This design comes from an exercise in tuning for small area, a short achievable clock period and few clock cycles per item on the open sky130 flow, not from production work. Only simulation tests tie the RTL to the original design; equivalence was not proved.

<file path="run.sh">
#!/bin/bash
# synth_recipe.tcl (not shown) runs the flow's synth.tcl, then flattens the netlist and writes it again
# the make line also repeats each setting of config.mk as NAME=value (left out here)
make -C /OpenROAD-flow-scripts/flow DESIGN_CONFIG=/design/flow/config.mk WORK_HOME=/design/flow/orfs CLKGATE_MAP_FILE= SYNTH_SCRIPT=/design/flow/synth_recipe.tcl finish
</file>
<file path="config.mk">
export PLATFORM = sky130hd
export DESIGN_NAME = radix_digit_emitter_unit
export DESIGN_NICKNAME = radix_digit_emitter_unit
export VERILOG_FILES = /design/flow/design.v
export SDC_FILE = /design/flow/constraint.sdc
export NUM_CORES = 4
export LEC_CHECK = 0
export CAP_MARGIN = 20
export CORE_MARGIN = 2
export CORE_UTILIZATION = 40
export SLEW_MARGIN = 20
</file>
<file path="constraint.sdc">
create_clock -name core_clock -period 12.0 [get_ports {clk_i}]
set_input_delay 2.4000 -clock core_clock [delete_from_list [all_inputs] [get_ports {clk_i}]]
set_output_delay 2.4000 -clock core_clock [all_outputs]
set_load 0.01 [all_outputs]
</file>
<file path="design.v">
`timescale 1ns / 1ps
package rdx_pkg;
  localparam int AlphabetSize = 16;
  localparam int CharW        = 8;
  localparam int DataW        = 32;
  localparam int DigitW       = $clog2(AlphabetSize);
  localparam int LenW         = 5;
  localparam int CfgIdxW      = 2;
  localparam int CfgDataW     = 64;
  localparam int BitsPerStep  = 8;
  localparam int StepsPerDiv  = DataW / BitsPerStep;
  localparam int StepW        = $clog2(StepsPerDiv);
  localparam int DepthW       = $clog2(DataW + 1);
  localparam logic [CharW-1:0] CharNul   = 8'h00;
  localparam logic [CharW-1:0] CharSpace = 8'h20;
  localparam logic [CharW-1:0] CharPlus  = 8'h2B;
  localparam logic [CharW-1:0] CharMinus = 8'h2D;
  localparam logic [CharW-1:0] CtrlLo    = 8'd9;
  localparam logic [CharW-1:0] CtrlHi    = 8'd13;
  localparam logic [LenW-1:0]  MinRadix  = 5'd2;
  typedef enum logic [CfgIdxW-1:0] {
    CfgAlphaLow   = 2'd0,
    CfgAlphaHigh  = 2'd1,
    CfgBaseLength = 2'd2
  } cfg_index_e;
  typedef struct packed {
    logic [AlphabetSize-1:0][CharW-1:0] alpha;
    logic [LenW-1:0]                    radix;
  } cfg_t;
  typedef struct packed {
    logic             invalid;
    logic             neg;
    logic [DataW-1:0] mag;
  } item_t;
  typedef enum logic [2:0] {
    StIdle,
    StInvalid,
    StSign,
    StDivide,
    StEmit
  } back_state_e;
endpackage
`timescale 1ns / 1ps
module rdx_front (
  input  logic                         clk_i,
  input  logic                         rst_ni,
  input  logic                         cfg_valid_i,
  output logic                         cfg_ready_o,
  input  logic [rdx_pkg::CfgIdxW-1:0]  cfg_index_i,
  input  logic [rdx_pkg::CfgDataW-1:0] cfg_data_i,
  input  logic                         in_valid_i,
  output logic                         in_ready_o,
  input  logic [rdx_pkg::DataW-1:0]    in_value_i,
  output logic                         q_valid_o,
  input  logic                         q_ready_i,
  output rdx_pkg::item_t               q_item_o,
  output rdx_pkg::cfg_t                cfg_o
);
  logic [rdx_pkg::CfgDataW-1:0] alpha_lo_q, alpha_lo_d;
  logic [rdx_pkg::CfgDataW-1:0] alpha_hi_q, alpha_hi_d;
  logic [rdx_pkg::LenW-1:0]     len_q, len_d;
  logic [rdx_pkg::AlphabetSize-1:0][rdx_pkg::CharW-1:0] alpha;
  logic                         alpha_ok;
  assign cfg_ready_o = 1'b1;
  always_comb begin
    alpha_lo_d = alpha_lo_q;
    alpha_hi_d = alpha_hi_q;
    len_d      = len_q;
    if (cfg_valid_i) begin
      unique case (cfg_index_i)
        rdx_pkg::CfgAlphaLow:   alpha_lo_d = cfg_data_i;
        rdx_pkg::CfgAlphaHigh:  alpha_hi_d = cfg_data_i;
        rdx_pkg::CfgBaseLength: len_d      = cfg_data_i[rdx_pkg::LenW-1:0];
        default: ;
      endcase
    end
  end
  always_ff @(posedge clk_i or negedge rst_ni) begin
    if (!rst_ni) begin
      alpha_lo_q <= '0;
      alpha_hi_q <= '0;
      len_q      <= '0;
    end else begin
      alpha_lo_q <= alpha_lo_d;
      alpha_hi_q <= alpha_hi_d;
      len_q      <= len_d;
    end
  end
  assign alpha = {alpha_hi_q, alpha_lo_q};
  always_comb begin
    logic [rdx_pkg::CharW-1:0] c;
    alpha_ok = (len_q >= rdx_pkg::MinRadix) &&
               (len_q <= rdx_pkg::LenW'(rdx_pkg::AlphabetSize));
    for (int i = 0; i < rdx_pkg::AlphabetSize; i++) begin
      c = alpha[i];
      if (rdx_pkg::LenW'(i) < len_q) begin
        if (c == rdx_pkg::CharNul || c == rdx_pkg::CharSpace ||
            c == rdx_pkg::CharPlus || c == rdx_pkg::CharMinus ||
            (c >= rdx_pkg::CtrlLo && c <= rdx_pkg::CtrlHi)) begin
          alpha_ok = 1'b0;
        end
        for (int j = i + 1; j < rdx_pkg::AlphabetSize; j++) begin
          if (rdx_pkg::LenW'(j) < len_q && alpha[j] == c) begin
            alpha_ok = 1'b0;
          end
        end
      end
    end
  end
  assign q_valid_o        = in_valid_i;
  assign in_ready_o       = q_ready_i;
  assign q_item_o.invalid = !alpha_ok;
  assign q_item_o.neg     = in_value_i[rdx_pkg::DataW-1];
  assign q_item_o.mag     = in_value_i[rdx_pkg::DataW-1] ?
                            (rdx_pkg::DataW'(0) - in_value_i) : in_value_i;
  assign cfg_o.alpha = alpha;
  assign cfg_o.radix = len_q;
endmodule
`timescale 1ns / 1ps
module rdx_queue (
  input  logic           clk_i,
  input  logic           rst_ni,
  input  logic           in_valid_i,
  output logic           in_ready_o,
  input  rdx_pkg::item_t in_item_i,
  output logic           out_valid_o,
  input  logic           out_ready_i,
  output rdx_pkg::item_t out_item_o
);
  logic [rdx_pkg::DataW+1:0] mem_q [2];
  logic           wr_ptr_q, wr_ptr_d;
  logic           rd_ptr_q, rd_ptr_d;
  logic [1:0]     cnt_q, cnt_d;
  logic           push, pop;
  assign in_ready_o  = (cnt_q != 2'd2);
  assign out_valid_o = (cnt_q != 2'd0);
  assign push        = in_valid_i && in_ready_o;
  assign pop         = out_valid_o && out_ready_i;
  assign out_item_o  = mem_q[rd_ptr_q];
  always_comb begin
    wr_ptr_d = push ? !wr_ptr_q : wr_ptr_q;
    rd_ptr_d = pop ? !rd_ptr_q : rd_ptr_q;
    cnt_d    = cnt_q + 2'(push) - 2'(pop);
  end
  always_ff @(posedge clk_i or negedge rst_ni) begin
    if (!rst_ni) begin
      wr_ptr_q <= 1'b0;
      rd_ptr_q <= 1'b0;
      cnt_q    <= '0;
    end else begin
      wr_ptr_q <= wr_ptr_d;
      rd_ptr_q <= rd_ptr_d;
      cnt_q    <= cnt_d;
    end
  end
  always_ff @(posedge clk_i) begin
    if (push) begin
      mem_q[wr_ptr_q] <= in_item_i;
    end
  end
endmodule
`timescale 1ns / 1ps
module rdx_back (
  input  logic                       clk_i,
  input  logic                       rst_ni,
  input  rdx_pkg::cfg_t              cfg_i,
  input  logic                       q_valid_i,
  output logic                       q_ready_o,
  input  rdx_pkg::item_t             q_item_i,
  output logic                       out_valid_o,
  input  logic                       out_ready_i,
  output logic [rdx_pkg::CharW-1:0]  out_char_o,
  output logic                       out_last_o,
  output logic                       out_inval_o
);
  rdx_pkg::back_state_e state_q, state_d;
  logic [rdx_pkg::DataW-1:0]  mag_q, mag_d;
  logic [rdx_pkg::DigitW-1:0] rem_q, rem_d;
  logic [rdx_pkg::StepW-1:0]  step_q, step_d;
  logic [rdx_pkg::DigitW-1:0] stack_q [rdx_pkg::DataW];
  logic [rdx_pkg::DepthW-1:0] depth_q, depth_d;
  logic                       out_valid_q, out_valid_d;
  logic [rdx_pkg::CharW-1:0]  out_char_q;
  logic                       out_last_q;
  logic                       out_inval_q;
  logic [rdx_pkg::DataW-1:0]  div_quot;
  logic [rdx_pkg::DigitW-1:0] div_rem;
  logic                       last_step;
  logic                       slot_free;
  logic                       take_item, div_run, push, pop;
  logic                       load_inval, load_sign, load_digit;
  assign slot_free = !out_valid_q || out_ready_i;
  assign last_step = (step_q == rdx_pkg::StepW'(rdx_pkg::StepsPerDiv - 1));
  always_comb begin
    logic [rdx_pkg::DataW-1:0]  d;
    logic [rdx_pkg::DigitW-1:0] r;
    logic [rdx_pkg::LenW-1:0]   t;
    d = mag_q;
    r = rem_q;
    for (int k = 0; k < rdx_pkg::BitsPerStep; k++) begin
      t = {r, d[rdx_pkg::DataW-1]};
      d = {d[rdx_pkg::DataW-2:0], 1'b0};
      if (t >= cfg_i.radix) begin
        t    = t - cfg_i.radix;
        d[0] = 1'b1;
      end
      r = t[rdx_pkg::DigitW-1:0];
    end
    div_quot = d;
    div_rem  = r;
  end
  always_comb begin
    state_d = state_q;
    unique case (state_q)
      rdx_pkg::StIdle: begin
        if (q_valid_i) begin
          priority if (q_item_i.invalid) state_d = rdx_pkg::StInvalid;
          else if (q_item_i.neg)         state_d = rdx_pkg::StSign;
          else                           state_d = rdx_pkg::StDivide;
        end
      end
      rdx_pkg::StInvalid: begin
        if (slot_free) state_d = rdx_pkg::StIdle;
      end
      rdx_pkg::StSign: begin
        if (slot_free) state_d = rdx_pkg::StDivide;
      end
      rdx_pkg::StDivide: begin
        if (last_step && div_quot == '0) state_d = rdx_pkg::StEmit;
      end
      rdx_pkg::StEmit: begin
        if (slot_free && depth_q == rdx_pkg::DepthW'(1)) state_d = rdx_pkg::StIdle;
      end
      default: state_d = rdx_pkg::StIdle;
    endcase
  end
  always_comb begin
    q_ready_o  = 1'b0;
    take_item  = 1'b0;
    div_run    = 1'b0;
    push       = 1'b0;
    pop        = 1'b0;
    load_inval = 1'b0;
    load_sign  = 1'b0;
    load_digit = 1'b0;
    unique case (state_q)
      rdx_pkg::StIdle: begin
        q_ready_o = 1'b1;
        take_item = q_valid_i;
      end
      rdx_pkg::StInvalid: load_inval = slot_free;
      rdx_pkg::StSign:    load_sign  = slot_free;
      rdx_pkg::StDivide: begin
        div_run = 1'b1;
        push    = last_step;
      end
      rdx_pkg::StEmit: begin
        load_digit = slot_free;
        pop        = slot_free;
      end
      default: ;
    endcase
  end
  always_comb begin
    mag_d   = mag_q;
    rem_d   = rem_q;
    step_d  = step_q;
    depth_d = depth_q;
    if (take_item) begin
      mag_d  = q_item_i.mag;
      rem_d  = '0;
      step_d = '0;
    end else if (div_run) begin
      mag_d  = div_quot;
      rem_d  = last_step ? '0 : div_rem;
      step_d = last_step ? '0 : step_q + rdx_pkg::StepW'(1);
    end
    if (push) depth_d = depth_q + rdx_pkg::DepthW'(1);
    else if (pop) depth_d = depth_q - rdx_pkg::DepthW'(1);
  end
  always_comb begin
    out_valid_d = out_valid_q;
    if (load_inval || load_sign || load_digit) out_valid_d = 1'b1;
    else if (out_ready_i) out_valid_d = 1'b0;
  end
  always_ff @(posedge clk_i or negedge rst_ni) begin
    if (!rst_ni) begin
      state_q     <= rdx_pkg::StIdle;
      step_q      <= '0;
      depth_q     <= '0;
      out_valid_q <= 1'b0;
    end else begin
      state_q     <= state_d;
      step_q      <= step_d;
      depth_q     <= depth_d;
      out_valid_q <= out_valid_d;
    end
  end
  always_ff @(posedge clk_i) begin
    mag_q <= mag_d;
    rem_q <= rem_d;
  end
  always_ff @(posedge clk_i) begin
    if (push) begin
      stack_q[0] <= div_rem;
      for (int k = 1; k < rdx_pkg::DataW; k++) stack_q[k] <= stack_q[k-1];
    end else if (pop) begin
      for (int k = 0; k < rdx_pkg::DataW - 1; k++) stack_q[k] <= stack_q[k+1];
    end
  end
  always_ff @(posedge clk_i) begin
    if (load_inval) begin
      out_char_q  <= rdx_pkg::CharNul;
      out_last_q  <= 1'b1;
      out_inval_q <= 1'b1;
    end else if (load_sign) begin
      out_char_q  <= rdx_pkg::CharMinus;
      out_last_q  <= 1'b0;
      out_inval_q <= 1'b0;
    end else if (load_digit) begin
      out_char_q  <= cfg_i.alpha[stack_q[0]];
      out_last_q  <= (depth_q == rdx_pkg::DepthW'(1));
      out_inval_q <= 1'b0;
    end
  end
  assign out_valid_o = out_valid_q;
  assign out_char_o  = out_char_q;
  assign out_last_o  = out_last_q;
  assign out_inval_o = out_inval_q;
endmodule
`timescale 1ns / 1ps
module radix_digit_emitter_unit (
  input  logic                         clk_i,
  input  logic                         rst_ni,
  input  logic                         cfg_valid_i,
  output logic                         cfg_ready_o,
  input  logic [rdx_pkg::CfgIdxW-1:0]  cfg_index_i,
  input  logic [rdx_pkg::CfgDataW-1:0] cfg_data_i,
  input  logic                         s_axis_tvalid,
  output logic                         s_axis_tready,
  input  logic [31:0]                  s_axis_tdata,    
  output logic                         m_axis_tvalid,
  input  logic                         m_axis_tready,
  output logic [7:0]                   m_axis_tdata,    
  output logic                         m_axis_tlast,
  output logic                         m_axis_tuser     
);
  rdx_pkg::cfg_t  cfg;
  rdx_pkg::item_t fq_item, qb_item;
  logic           fq_valid, fq_ready;
  logic           qb_valid, qb_ready;
  rdx_front u_front (
    .clk_i       (clk_i),
    .rst_ni      (rst_ni),
    .cfg_valid_i (cfg_valid_i),
    .cfg_ready_o (cfg_ready_o),
    .cfg_index_i (cfg_index_i),
    .cfg_data_i  (cfg_data_i),
    .in_valid_i  (s_axis_tvalid),
    .in_ready_o  (s_axis_tready),
    .in_value_i  (s_axis_tdata),
    .q_valid_o   (fq_valid),
    .q_ready_i   (fq_ready),
    .q_item_o    (fq_item),
    .cfg_o       (cfg)
  );
  rdx_queue u_queue (
    .clk_i       (clk_i),
    .rst_ni      (rst_ni),
    .in_valid_i  (fq_valid),
    .in_ready_o  (fq_ready),
    .in_item_i   (fq_item),
    .out_valid_o (qb_valid),
    .out_ready_i (qb_ready),
    .out_item_o  (qb_item)
  );
  rdx_back u_back (
    .clk_i       (clk_i),
    .rst_ni      (rst_ni),
    .cfg_i       (cfg),
    .q_valid_i   (qb_valid),
    .q_ready_o   (qb_ready),
    .q_item_i    (qb_item),
    .out_valid_o (m_axis_tvalid),
    .out_ready_i (m_axis_tready),
    .out_char_o  (m_axis_tdata),
    .out_last_o  (m_axis_tlast),
    .out_inval_o (m_axis_tuser)
  );
endmodule
</file>
==> flow_summary.toml <==
[finish]
layout_commonest_cell = "xnor2_1"
design_area_um2 = 35600
drive_gt1_share_pct = 13.8
syn_to_final_growth_pct = 12.5
nNetsFinal = 3463
layout_common_cells = "xnor2_1, nand2_1, xor2_1"

[synthesis]
synth_warnings = 4
syn_area_per_cell_um2 = 9.53
syn_nets = 3474
muxShareOfSynthArea_pct = 8.97
synth_seq_cells = 391
synth-compound-area-share_pct = 5.85
synth_ff_type = "edfxtp_1"
synth_edf_count = 228
synth_top_family_by_area = "XOR/XNOR gates"
synth_cell_types = 76
synthCells = 3316
synth_area_um2 = 31600
synthSimpleGateAreaFrac_pct = 14.9
synth_fa_ha_area_share_pct = 2.37
synth-seq-area-share_pct = 34.3
synth_xor_area_share_pct = 28.5
async_flop_share_pct = 38.1

[grt]
grt_pass1_wl_mm = 159
grt_start_max_net_pins = 87
grt_pass1_vias = 24600
grt_antenna_before_repair = 1
grt_use_total_pct = 25.4
gr-total-overflow = 0

[floorplanning]
num_rows = 103
num_io_pins = 116
die_w_um = 285
die_area_um2 = 81300
coreArea_um2 = 78600
fp.dieH_um = 285
floorplan.initialDensity_pct = 40.2

[clocking]
cts_buffers = 44
clock-root-buffer = "clkbuf_16"
clk_latency_ns = 0.62
cts_sinks = 391
htree_levels = 2
clk_pin_slew_worst_paths_ns = 0.07
clk_path_buf_depth = 3
cts_tree = "yes"
hold_buffers = 0

[sta]
clock_skew_ns = 0.0388
setup_viol = 0
relSlewSlack_pct = 22.2
setup_tns_ns = 0
min_period_over_period_pct = 96.0
worstMarginPinSlew_ns = 1.17
hold_viol = 0
final_max_slew_viol_count = 0
fin_worst_hold_slack_ns = 0.450
max_freq_ghz = 0.0868
min_period_ns = 11.52
fin_ws_ns = 0.477

[placed_design]
place_ws_ns = 0.0147
postPlaceCellArea_um2 = 33900
dp_hpwl_mm = 66.2
gp_congestion = 0.989
io_buffers = 114

[setup_path]
path_class = "flip-flop to flip-flop"
slowest_stage = "o31ai_1"
cp.arrival_ns = 11.99
critPathRequiredTime_ns = 12.46
end_kind = "flip-flop"
regToRegSetupSlack_ns = 0.48
max_stage_delay_ns = 0.46
crit_fanout = 8
start_kind = "flip-flop"
cp_common_cell = "a21o_1"

[job]
max-cap-violations = 0

[route]
route.vias.total = 25700
drtPass1Iterations = 8
routed_wl_mm = 106
viasPerCell = 5.85
wire_per_inst_um = 24.1
drc = 0
ant_nets = 0
drt_iter0_drc = 2829

[worst_hold_path]
hold_path_class = "flip-flop to flip-flop"

[outcome]
status = "no timing/DRC/antenna violations"
-- registers in the layout, indices dropped and copies added (netlist names), 3 cells and up --
register and flops:
u_back.stack_q 128, u_queue.mem_q 68, u_front.alpha_hi_q 64, u_front.alpha_lo_q 64, u_back.mag_q 32, u_back.out_char_q 8
u_back.depth_q 6, u_front.len_q 5, u_back.rem_q 4, u_back.state_q 3
-- through the flow --
step / cells / utilization [%]
floorplan: 3316 / -
global placement: 4299 / 43.1
detailed placement: 4299 / 43.1
CTS: 4376 / 45.0
global route: 4386 / 45.2
finish: 4387 / 45.2
-- timing repair --
action,CTS,global route
gates resized for setup,1,27
gates cloned,0,0
setup buffers,0,10
pin swaps,0,5
endpoints found under the setup margin,2,12
-- critical path: cells and delay by family, from the launching register on --
family                     cells  cell delay (ns)
AOI/OAI and AO/OA             32             6.21
adders and majority gates      8             2.32
and+or+nand+nor                9             1.39
buffers and inverters          7             0.78
DFF                            1             0.39
muxes                          1             0.27
-- cell usage after synthesis (all sizes together), types with 8 or more instances --
cell type,count,area [µm²]
o31ai,20,155
nand4,176,1100
a21o,26,195
ha,47,588
nand2,416,1560
or4,14,109
edfxtp,228,6850
mux2i,39,390
a31oi,36,225
mux4,40,901
dfxtp,14,280
nand3,28,140
buf,203,907
fa,8,160
nand2b,24,165
mux2,137,1540
o22ai,24,150
nor3,74,370
nor2b,18,113
clkbuf,137,514
dfrtp,149,3730
xnor2,788,6900
o21ai,41,213
nor4,101,647
inv,49,184
a21oi,72,360
o41ai,9,86.3
xor2,239,2090
nor2,72,270
-- cell type report --
cell class                 instances  area, µm²
clock inverter                    27        322
clock buffer                      50       1130
sequential                       391      10900
fill                            7611      43100
timing repair buffer             283       2410
multi-input combinational       2536      19300
antenna                            1       2.50
tap                             1050       1310
inverter                          49        190
-- per-layer routing --
layer | track usage [%] | vias to the layer above | routed length (µm)
met4 | 14.5 | 2 | 7410
li1 | - | 11400 | -
met5 | 0.523 | - | 64
met3 | 6.50 | 458 | 10600
met1 | 34.0 | 12500 | 43600
met2 | 37.2 | 1357 | 43900
-- cells by family after synthesis --
| kind of cell | Yosys count |
|---|---|
| xor gates and xnor gates | 1027 |
| muxes | 216 |
| AOI/OAI and AO/OA | 281 |
| adders and majority gates | 55 |
| other | 1 |
| buffers and inverters | 389 |
| DFF | 391 |
| and+or+nand+nor | 956 |
-- worst paths after layout --
path / endpoint / from / depth (start not counted)
max in group asynchronous: u_queue.rd_ptr_q / rst_ni / 2
worst max register to register: u_back.state_q[1] / u_front.len_q[1] / 57
min in group asynchronous: u_front.alpha_lo_q[47] / rst_ni / 1
worst min-delay path: u_back.stack_q[31][1] / u_back.stack_q[30][1] / 0
worst max-delay path: u_back.state_q[1] / u_front.len_q[1] / 57
worst min register to register: u_back.stack_q[31][1] / u_back.stack_q[30][1] / 0
Testbench counts, summed over its fixed seeds: cycles 116,254, items 2,304.

==> port drivers added, routing unchanged <==
The results above use ideal ports. As a check the final layout listed here was re-extracted and re-timed, cells and wires unchanged.
Step 1 sets driving cells, clkbuf_16 on the clock port and buf_2 on the other inputs (assumed; they add their load-dependent delay and slew).
Step 2 moves the port delays by t, midway between the first and last clock arrival at a register: inputs arrive t later, outputs are due t later. That takes back most of the time a late clock gives input paths.
Slacks: ideal / step 1 / step 2; pairs: ideal / step 1.
t, ns: 0.668
setup WS [ns]: 0.477 / 0.477 / 0.477
cell pins on the clock port's net: 1
After both steps setup and hold are still met in this run. The setup slack of this run moves by 0.000 ns with the drivers and by 0.000 ns with both steps.
